Source: an optimization exercise on an open RTL-to-GDS flow (aim: small area, a short achievable clock period and few clock cycles per item). Production flows keep margins and buffers that such runs may drop.
Where RTL was checked, it was by simulation tests only, not by an equivalence proof against the original.
No activity file was given, so power comes from the tool's default toggle rates.

==> delta <==
## touch_pad_baseline_and_detect_unit
module touch_pad_baseline_and_detect_unit #(
	parameter int CAL_SAMPLES   = 10,
	parameter int TRIM_EACH_END = 2,
	parameter int COUNT_WIDTH   = 16
) (
	input  logic                           clk,
	input  logic                           arst_n,
	input  logic                           in_valid,
	output logic                           in_stall,
	input  logic                           action,
	input  logic [15:0]                    charge_count,
	output logic                           out_valid,
	input  logic                           out_stall,
	output logic                           result_kind,
	output logic                           pressed,
	output logic [15:0]                    baseline_value,
	output logic                           cal_error,
	input  logic                           psel,
	input  logic                           penable,
	input  logic                           pwrite,
	input  logic [tpbd_pkg::PADDR_W-1:0]   paddr,
	input  logic [tpbd_pkg::PDATA_W-1:0]   pwdata,
	output logic [tpbd_pkg::PDATA_W-1:0]   prdata,
	output logic                           pready
);
	localparam int SUM_W = 19;
	function automatic logic [9:0] div3_8(input logic [1:0] r_in, input logic [7:0] b);
		logic [1:0] r;
		logic [7:0] q;
		r = r_in;
		for (int i = 7; i >= 0; i--) begin
			q[i] = r[1] | (r[0] & b[i]);
			r    = b[i] ? {r[1], ~(r[1] | r[0])} : {r[0], r[1]};
		end
		div3_8 = {r, q};
	endfunction
	logic        rep_q;
	logic [15:0] gate_q;
	logic [15:0] maxc_q;
	logic [15:0] rd_q;
	logic [2:0]  we_q;
	logic        cfg_acc;
	assign pready  = 1'b1;
	assign cfg_acc = psel && penable;
	always_ff @(posedge clk) begin
		we_q[0] <= psel && !penable && pwrite && (paddr[3:2] == REG_REPEAT_MODE);
		we_q[1] <= psel && !penable && pwrite && (paddr[3:2] == REG_GATE_THRESHOLD);
		we_q[2] <= psel && !penable && pwrite && (paddr[3:2] == REG_MAX_COUNT);
	end
  ...
==> flow/config.mk <==
export PLATFORM = sky130hd
export DESIGN_NAME = touch_pad_baseline_and_detect_unit
export DESIGN_NICKNAME = touch_pad_baseline_and_detect_unit
export VERILOG_FILES = /design/flow/design.v
export SDC_FILE = /design/flow/constraint.sdc
export NUM_CORES = 4
export LEC_CHECK = 0
export ABC_AREA = 1
export CAP_MARGIN = 20
export CORE_MARGIN = 2
export CORE_UTILIZATION = 40
export CTS_CLUSTER_DIAMETER = 100
export CTS_CLUSTER_SIZE = 24
export SLEW_MARGIN = 20
==> flow/constraint.sdc <==
create_clock -name core_clock -period 8.0 [get_ports {clk}]
set_input_delay 1.6000 -clock core_clock [delete_from_list [all_inputs] [get_ports {clk}]]
set_output_delay 1.6000 -clock core_clock [all_outputs]
set_load 0.01 [all_outputs]
standard.sh (not shown) runs the stock make flow with config.mk's settings and CLKGATE_MAP_FILE= SYNTH_SCRIPT=/design/flow/synth_recipe.tcl, a recipe that flattens the netlist after the stock synthesis.
==> flow/flow/run.sh <==
#!/bin/bash
# The standard layout with the standard synthesis unchanged. Two changes
# to how the layout is made: every port still gets a buffer, but a plain
# buf_2 rather than the delay cell the resizer picks by default; and the
# setup repair aims a little further below the clock period.
set -euo pipefail
bash standard.sh 'BUFFER_PORTS_ARGS=-buffer_cell sky130_fd_sc_hd__buf_2' SETUP_SLACK_MARGIN=5.4 finish > make_finish.log 2>&1
==> nickel: changes against delta <==
--- a/flow/design.v
+++ b/flow/design.v
@@ -59,39 +59,50 @@
 	input  logic                wr_en,      
 	input  logic                wr_first,   
 	input  logic                wr_mid,     
 	input  logic                wr_clear,   
 	input  logic [SAMPLE_W-1:0] wr_data,
+	input  logic                alt_sel,    
+	input  logic [SAMPLE_W-1:0] alt_b,
+	output logic                alt_gt,     
 	output logic [SUM_W-1:0]    sum
 );
 	logic [SAMPLE_W-1:0] lo1_q, lo2_q, hi1_q, hi2_q;
+	logic                lo2v_q, hi2v_q;    
 	logic [SAMPLE_W-1:0] add_q;
 	logic [SUM_W-1:0]    sum_q;
-	logic lt1, lt2, gt1, gt2;
+	logic lt1, lt2, gt1, gt2, c_lt2, c_gt2;
 	tpbd_gt #(.W(SAMPLE_W)) u_lt1 (.a(lo1_q),   .b(wr_data), .gt(lt1));
-	tpbd_gt #(.W(SAMPLE_W)) u_lt2 (.a(lo2_q),   .b(wr_data), .gt(lt2));
-	tpbd_gt #(.W(SAMPLE_W)) u_gt1 (.a(wr_data), .b(hi1_q),   .gt(gt1));
-	tpbd_gt #(.W(SAMPLE_W)) u_gt2 (.a(wr_data), .b(hi2_q),   .gt(gt2));
+	tpbd_gt #(.W(SAMPLE_W)) u_lt2 (.a(lo2_q),   .b(wr_data), .gt(c_lt2));
+	tpbd_gt #(.W(SAMPLE_W)) u_gt1 (.a(wr_data), .b(alt_sel ? alt_b : hi1_q), .gt(gt1));
+	tpbd_gt #(.W(SAMPLE_W)) u_gt2 (.a(wr_data), .b(hi2_q),   .gt(c_gt2));
+	assign alt_gt = gt1;
+	assign lt2    = !lo2v_q || c_lt2;
+	assign gt2    = !hi2v_q || c_gt2;
 	always_ff @(posedge clk) begin
 		if (wr_en) begin
 			if (wr_first) begin
-				lo1_q <= wr_data;
-				lo2_q <= '1;
-				hi1_q <= wr_data;
-				hi2_q <= '0;
+				lo1_q  <= wr_data;
+				lo2v_q <= 1'b0;
+				hi1_q  <= wr_data;
+				hi2v_q <= 1'b0;
 			end else begin
 				if (lt1) begin
-					lo1_q <= wr_data;
-					lo2_q <= lo1_q;
+					lo1_q  <= wr_data;
+					lo2_q  <= lo1_q;
+					lo2v_q <= 1'b1;
 				end else if (lt2) begin
-					lo2_q <= wr_data;
+					lo2_q  <= wr_data;
+					lo2v_q <= 1'b1;
 				end
 				if (gt1) begin
-					hi1_q <= wr_data;
-					hi2_q <= hi1_q;
+					hi1_q  <= wr_data;
+					hi2_q  <= hi1_q;
+					hi2v_q <= 1'b1;
 				end else if (gt2) begin
-					hi2_q <= wr_data;
+					hi2_q  <= wr_data;
+					hi2v_q <= 1'b1;
 				end
 			end
 		end
 		add_q <= (wr_en && wr_mid) ? (lt2 ? lo2_q : (gt2 ? hi2_q : wr_data)) : '0;
 		sum_q <= (wr_en && wr_clear) ? '0 : sum_q + SUM_W'(add_q);
@@ -137,34 +148,25 @@
 	endfunction
 	logic        rep_q;
 	logic [15:0] gate_q;
 	logic [15:0] maxc_q;
 	logic [15:0] rd_q;
-	logic [2:0]  we_q;
-	logic        cfg_acc;
-	assign pready  = 1'b1;
-	assign cfg_acc = psel && penable;
-	always_ff @(posedge clk) begin
-		we_q[0] <= psel && !penable && pwrite && (paddr[3:2] == REG_REPEAT_MODE);
-		we_q[1] <= psel && !penable && pwrite && (paddr[3:2] == REG_GATE_THRESHOLD);
-		we_q[2] <= psel && !penable && pwrite && (paddr[3:2] == REG_MAX_COUNT);
-	end
+	logic        cfg_wr;
+	assign pready = 1'b1;
+	assign cfg_wr = psel && penable && pwrite;
 	always_ff @(posedge clk or negedge arst_n) begin
 		if (!arst_n) begin
 			rep_q  <= RST_REPEAT_MODE;
 			gate_q <= RST_GATE_THRESHOLD;
 			maxc_q <= RST_MAX_COUNT;
-		end else begin
-			if (cfg_acc && we_q[0]) begin
-				rep_q <= pwdata[0];
-			end
-			if (cfg_acc && we_q[1]) begin
-				gate_q <= pwdata[15:0];
-			end
-			if (cfg_acc && we_q[2]) begin
-				maxc_q <= pwdata[15:0];
-			end
+		end else if (cfg_wr) begin
+			unique case (paddr[3:2])
+				REG_REPEAT_MODE:    rep_q  <= pwdata[0];
+				REG_GATE_THRESHOLD: gate_q <= pwdata[15:0];
+				REG_MAX_COUNT:      maxc_q <= pwdata[15:0];
+				default:            rep_q  <= rep_q;
+			endcase
 		end
 	end
 	always_ff @(posedge clk) begin
 		unique case (paddr[3:2])
 			REG_REPEAT_MODE:    rd_q <= {15'd0, rep_q};
@@ -211,13 +213,15 @@
 		.wr_en    (ic_q),
 		.wr_first (w_cal_first),
 		.wr_mid   (w_cal_mid),
 		.wr_clear (w_cal_clear),
 		.wr_data  (id_q),
+		.alt_sel  (!ic_q),
+		.alt_b    (peak_q),
+		.alt_gt   (pk_gt),
 		.sum      (sum)
 	);
-	tpbd_gt #(.W(16)) u_pk (.a(id_q), .b(peak_q), .gt(pk_gt));
 	always_ff @(posedge clk) begin
 		if (is_q && (w_scan_first || pk_gt)) begin
 			peak_q <= id_q;
 		end
 	end
==> flow/flow/run.sh (replaced) <==
#!/bin/bash
# The standard layout with the standard synthesis unchanged. Two changes
# to how the layout is made: every port still gets a buffer, but a plain
# buf_2 rather than the delay cell the resizer picks by default; and the
# setup repair aims a little further below the clock period.
set -euo pipefail
bash standard.sh 'BUFFER_PORTS_ARGS=-buffer_cell sky130_fd_sc_hd__buf_2' SETUP_SLACK_MARGIN=5.3 finish > make_finish.log 2>&1
CTS_CLUSTER_DIAMETER = 120   (was 100)
CTS_CLUSTER_SIZE = 30   (was 24)
==> violet: changes against delta <==
--- a/flow/design.v
+++ b/flow/design.v
@@ -59,39 +59,50 @@
 	input  logic                wr_en,      
 	input  logic                wr_first,   
 	input  logic                wr_mid,     
 	input  logic                wr_clear,   
 	input  logic [SAMPLE_W-1:0] wr_data,
+	input  logic                alt_sel,    
+	input  logic [SAMPLE_W-1:0] alt_b,
+	output logic                alt_gt,     
 	output logic [SUM_W-1:0]    sum
 );
 	logic [SAMPLE_W-1:0] lo1_q, lo2_q, hi1_q, hi2_q;
+	logic                lo2v_q, hi2v_q;    
 	logic [SAMPLE_W-1:0] add_q;
 	logic [SUM_W-1:0]    sum_q;
-	logic lt1, lt2, gt1, gt2;
+	logic lt1, lt2, gt1, gt2, c_lt2, c_gt2;
 	tpbd_gt #(.W(SAMPLE_W)) u_lt1 (.a(lo1_q),   .b(wr_data), .gt(lt1));
-	tpbd_gt #(.W(SAMPLE_W)) u_lt2 (.a(lo2_q),   .b(wr_data), .gt(lt2));
-	tpbd_gt #(.W(SAMPLE_W)) u_gt1 (.a(wr_data), .b(hi1_q),   .gt(gt1));
-	tpbd_gt #(.W(SAMPLE_W)) u_gt2 (.a(wr_data), .b(hi2_q),   .gt(gt2));
+	tpbd_gt #(.W(SAMPLE_W)) u_lt2 (.a(lo2_q),   .b(wr_data), .gt(c_lt2));
+	tpbd_gt #(.W(SAMPLE_W)) u_gt1 (.a(wr_data), .b(alt_sel ? alt_b : hi1_q), .gt(gt1));
+	tpbd_gt #(.W(SAMPLE_W)) u_gt2 (.a(wr_data), .b(hi2_q),   .gt(c_gt2));
+	assign alt_gt = gt1;
+	assign lt2    = !lo2v_q || c_lt2;
+	assign gt2    = !hi2v_q || c_gt2;
 	always_ff @(posedge clk) begin
 		if (wr_en) begin
 			if (wr_first) begin
-				lo1_q <= wr_data;
-				lo2_q <= '1;
-				hi1_q <= wr_data;
-				hi2_q <= '0;
+				lo1_q  <= wr_data;
+				lo2v_q <= 1'b0;
+				hi1_q  <= wr_data;
+				hi2v_q <= 1'b0;
 			end else begin
 				if (lt1) begin
-					lo1_q <= wr_data;
-					lo2_q <= lo1_q;
+					lo1_q  <= wr_data;
+					lo2_q  <= lo1_q;
+					lo2v_q <= 1'b1;
 				end else if (lt2) begin
-					lo2_q <= wr_data;
+					lo2_q  <= wr_data;
+					lo2v_q <= 1'b1;
 				end
 				if (gt1) begin
-					hi1_q <= wr_data;
-					hi2_q <= hi1_q;
+					hi1_q  <= wr_data;
+					hi2_q  <= hi1_q;
+					hi2v_q <= 1'b1;
 				end else if (gt2) begin
-					hi2_q <= wr_data;
+					hi2_q  <= wr_data;
+					hi2v_q <= 1'b1;
 				end
 			end
 		end
 		add_q <= (wr_en && wr_mid) ? (lt2 ? lo2_q : (gt2 ? hi2_q : wr_data)) : '0;
 		sum_q <= (wr_en && wr_clear) ? '0 : sum_q + SUM_W'(add_q);
@@ -137,34 +148,25 @@
 	endfunction
 	logic        rep_q;
 	logic [15:0] gate_q;
 	logic [15:0] maxc_q;
 	logic [15:0] rd_q;
-	logic [2:0]  we_q;
-	logic        cfg_acc;
-	assign pready  = 1'b1;
-	assign cfg_acc = psel && penable;
-	always_ff @(posedge clk) begin
-		we_q[0] <= psel && !penable && pwrite && (paddr[3:2] == REG_REPEAT_MODE);
-		we_q[1] <= psel && !penable && pwrite && (paddr[3:2] == REG_GATE_THRESHOLD);
-		we_q[2] <= psel && !penable && pwrite && (paddr[3:2] == REG_MAX_COUNT);
-	end
+	logic        cfg_wr;
+	assign pready = 1'b1;
+	assign cfg_wr = psel && penable && pwrite;
 	always_ff @(posedge clk or negedge arst_n) begin
 		if (!arst_n) begin
 			rep_q  <= RST_REPEAT_MODE;
 			gate_q <= RST_GATE_THRESHOLD;
 			maxc_q <= RST_MAX_COUNT;
-		end else begin
-			if (cfg_acc && we_q[0]) begin
-				rep_q <= pwdata[0];
-			end
-			if (cfg_acc && we_q[1]) begin
-				gate_q <= pwdata[15:0];
-			end
-			if (cfg_acc && we_q[2]) begin
-				maxc_q <= pwdata[15:0];
-			end
+		end else if (cfg_wr) begin
+			unique case (paddr[3:2])
+				REG_REPEAT_MODE:    rep_q  <= pwdata[0];
+				REG_GATE_THRESHOLD: gate_q <= pwdata[15:0];
+				REG_MAX_COUNT:      maxc_q <= pwdata[15:0];
+				default:            rep_q  <= rep_q;
+			endcase
 		end
 	end
 	always_ff @(posedge clk) begin
 		unique case (paddr[3:2])
 			REG_REPEAT_MODE:    rd_q <= {15'd0, rep_q};
@@ -211,13 +213,15 @@
 		.wr_en    (ic_q),
 		.wr_first (w_cal_first),
 		.wr_mid   (w_cal_mid),
 		.wr_clear (w_cal_clear),
 		.wr_data  (id_q),
+		.alt_sel  (!ic_q),
+		.alt_b    (peak_q),
+		.alt_gt   (pk_gt),
 		.sum      (sum)
 	);
-	tpbd_gt #(.W(16)) u_pk (.a(id_q), .b(peak_q), .gt(pk_gt));
 	always_ff @(posedge clk) begin
 		if (is_q && (w_scan_first || pk_gt)) begin
 			peak_q <= id_q;
 		end
 	end
==> flow/flow/run.sh (replaced) <==
#!/bin/bash
# The standard layout with the standard synthesis unchanged. Changes to
# how the layout is made: every port still gets a buffer, but plain buf_1
# (inputs) and buf_2 (outputs) rather than the delay cell the resizer picks by
# default (flow/ports.tcl, run just before global placement in place of the
# standard port buffering); and the setup repair aims a little further below
# the clock period.
set -euo pipefail
bash standard.sh DONT_BUFFER_PORTS=1 "PRE_GLOBAL_PLACE_TCL=$PWD/flow/ports.tcl" SETUP_SLACK_MARGIN=5.3 finish > make_finish.log 2>&1
==> flow/flow/ports.tcl (new file) <==
# Port buffers: every input and output port gets one buffer, as in the
# standard flow; inputs get buf_1 (they have timing to spare), outputs buf_2.
buffer_ports -inputs -buffer_cell sky130_fd_sc_hd__buf_1
buffer_ports -outputs -buffer_cell sky130_fd_sc_hd__buf_2
==> out/results.txt <==
After synthesis the netlist holds a flip-flop and latch count of 228. Summed over all cells, the static leakage comes to 5.85 nW. The die extent in x works out to 175 µm. For this configuration, the core starts out at a cell density of 40.8%. In this run the power density over the cells is 323 nW/µm². For the sequential group, total power comes out at 1.76 mW. Detailed routing placed a total of 12400 µm of wire on met2. Worst hold slack across all endpoints: 365 ps. In this run, post-CTS repair resized a total of 19 instances. Number of flops mapped to enable cells by yosys: 86.

Across the whole layout, storage elements account for 5820 µm². Dividing the detail-routed via count by the number of cells gives 5.05. The run finished with no timing, DRC or antenna violations. Compound-cell area share of the yosys netlist: 16.1%. The mean post-synth cell area was 8.27 µm²; the number of clock-tree buffers in the layout was 15. The fraction of standard cell area in multi-input logic was 39.3%; the total met3 wirelength after detailed routing was 1200 µm. The layout-stage area growth over the synthesis result works out to 12.0%. After detailed routing, the total wire length is 27300 µm. The tools report the number of buffers inserted by post-CTS setup repair as 16.
-- figures above: nickel

==> out/results.txt <==
Post-CTS timing repair inserted 19 buffers for setup. The total leakage power is 6.32 nW, and the compound-cell area share of the yosys netlist is 16.4%. Each instance of the synthesized netlist takes up on average 8.09 µm².

In the detailed route, the total length drawn on met2 is 14400 µm. The initial standard-cell utilization of the core was 40.9%. The die extent in x is 179 µm. Wires add up to 30100 µm. The sequential cell power was 1.83 mW; the maximum resistive drop on vdd was 193 µV.

The tightest hold path in the finished design has a slack of 360 ps. The run finished with no timing, DRC or antenna violations. After clock tree synthesis, the repair step resized 35 gates. In the final layout, multi-input gates take up 39.0% of the cell area. Via density per instance: 5.16. The layout-stage area growth over the synthesis result was 14.2%; the number of storage elements in the synthesis netlist was 229.

The chip height was 179 µm.
-- figures above: delta

==> out/results.txt <==
Total leakage power: 5.51 nW. The number of gates resized after CTS was 15. The number of flops mapped to enable cells by yosys is 86, and the compound-cell area share of the yosys netlist is 16.1%. The layout has 20 clock buffers.

Wires add up to 26800 µm. The fraction of standard cell area in multi-input logic was 40.5%. Once the clock tree was built, the setup fixing pass inserted 11 buffers. After synthesis, the mean cell area works out to 8.27 µm². The power density over cell area was 328 nW/µm²; the number of storage elements in the synthesis netlist was 228.

From synthesis to final layout, the design area changed by 8.32%. The flow ran to the end and the layout has no timing, DRC or antenna violations. The sequential cell power was 1.82 mW; the initial standard-cell utilization of the core was 40.8%. For the number of sequential cells in the layout, the log shows 228. After detailed routing, the met2 layer carries 11900 µm of wire. The run gives 1 as the H-tree level count. The worst hold slack across all endpoints is 372 ps, and the total area of sequential cells is 5820 µm². Dividing the detail-routed wire length by the instance count gives 14.7 µm.
-- figures above: violet

Testbench counts of nickel, summed over its fixed seeds: cycles 5,272, results 1,600.
Testbench counts of violet, summed over its fixed seeds: cycles 5,272, results 1,600.
Function not checked in delta: the RTL went through the layout flow alone.

-- afterwards: timing with drivers on the ports --
Ports are ideal in the flow. The routed layouts listed here were re-timed in OpenROAD.
Step 1 (the two cells are an assumption about what drives the block):
set clk [get_ports {clk}]
set_driving_cell -lib_cell sky130_fd_sc_hd__clkbuf_16 $clk
set_driving_cell -lib_cell sky130_fd_sc_hd__buf_2 [delete_from_list [all_inputs] $clk]
Step 2 times the ports against the registers' clock, not the clock port: input delays grow and output delays shrink by t, the midpoint of the rising clock arrivals with the driver on.
a / b / c = ideal / step 1 / step 2; a / b = the first two.
| run | shift t [ns] | setup slack, ns | worst hold slack (ns) | clock arrival spread, ns | slew violations | capacitance violations | pins driven straight from the clock port |
|---|---|---|---|---|---|---|---|
| delta | 0.528 | 5.270 / 5.222 / 5.181 | 0.360 / 0.360 / 0.360 | 0.027 / 0.027 | 0 / 0 | 0 / 0 | 1 |
| nickel | 0.512 | 5.329 / 5.284 / 4.939 | 0.365 / 0.365 / 0.365 | 0.019 / 0.019 | 0 / 0 | 0 / 0 | 1 |
| violet | 0.522 | 5.378 / 5.330 / 4.864 | 0.372 / 0.372 / 0.372 | 0.022 / 0.021 | 0 / 73 | 0 / 1 | 1 |
After both steps setup and hold are still met in every run listed. With drivers on, slew violations rise in violet. With drivers on, capacitance violations rise in violet. The setup slack of violet, which loses most, moves by -0.048 ns with the drivers and by -0.514 ns with both steps.
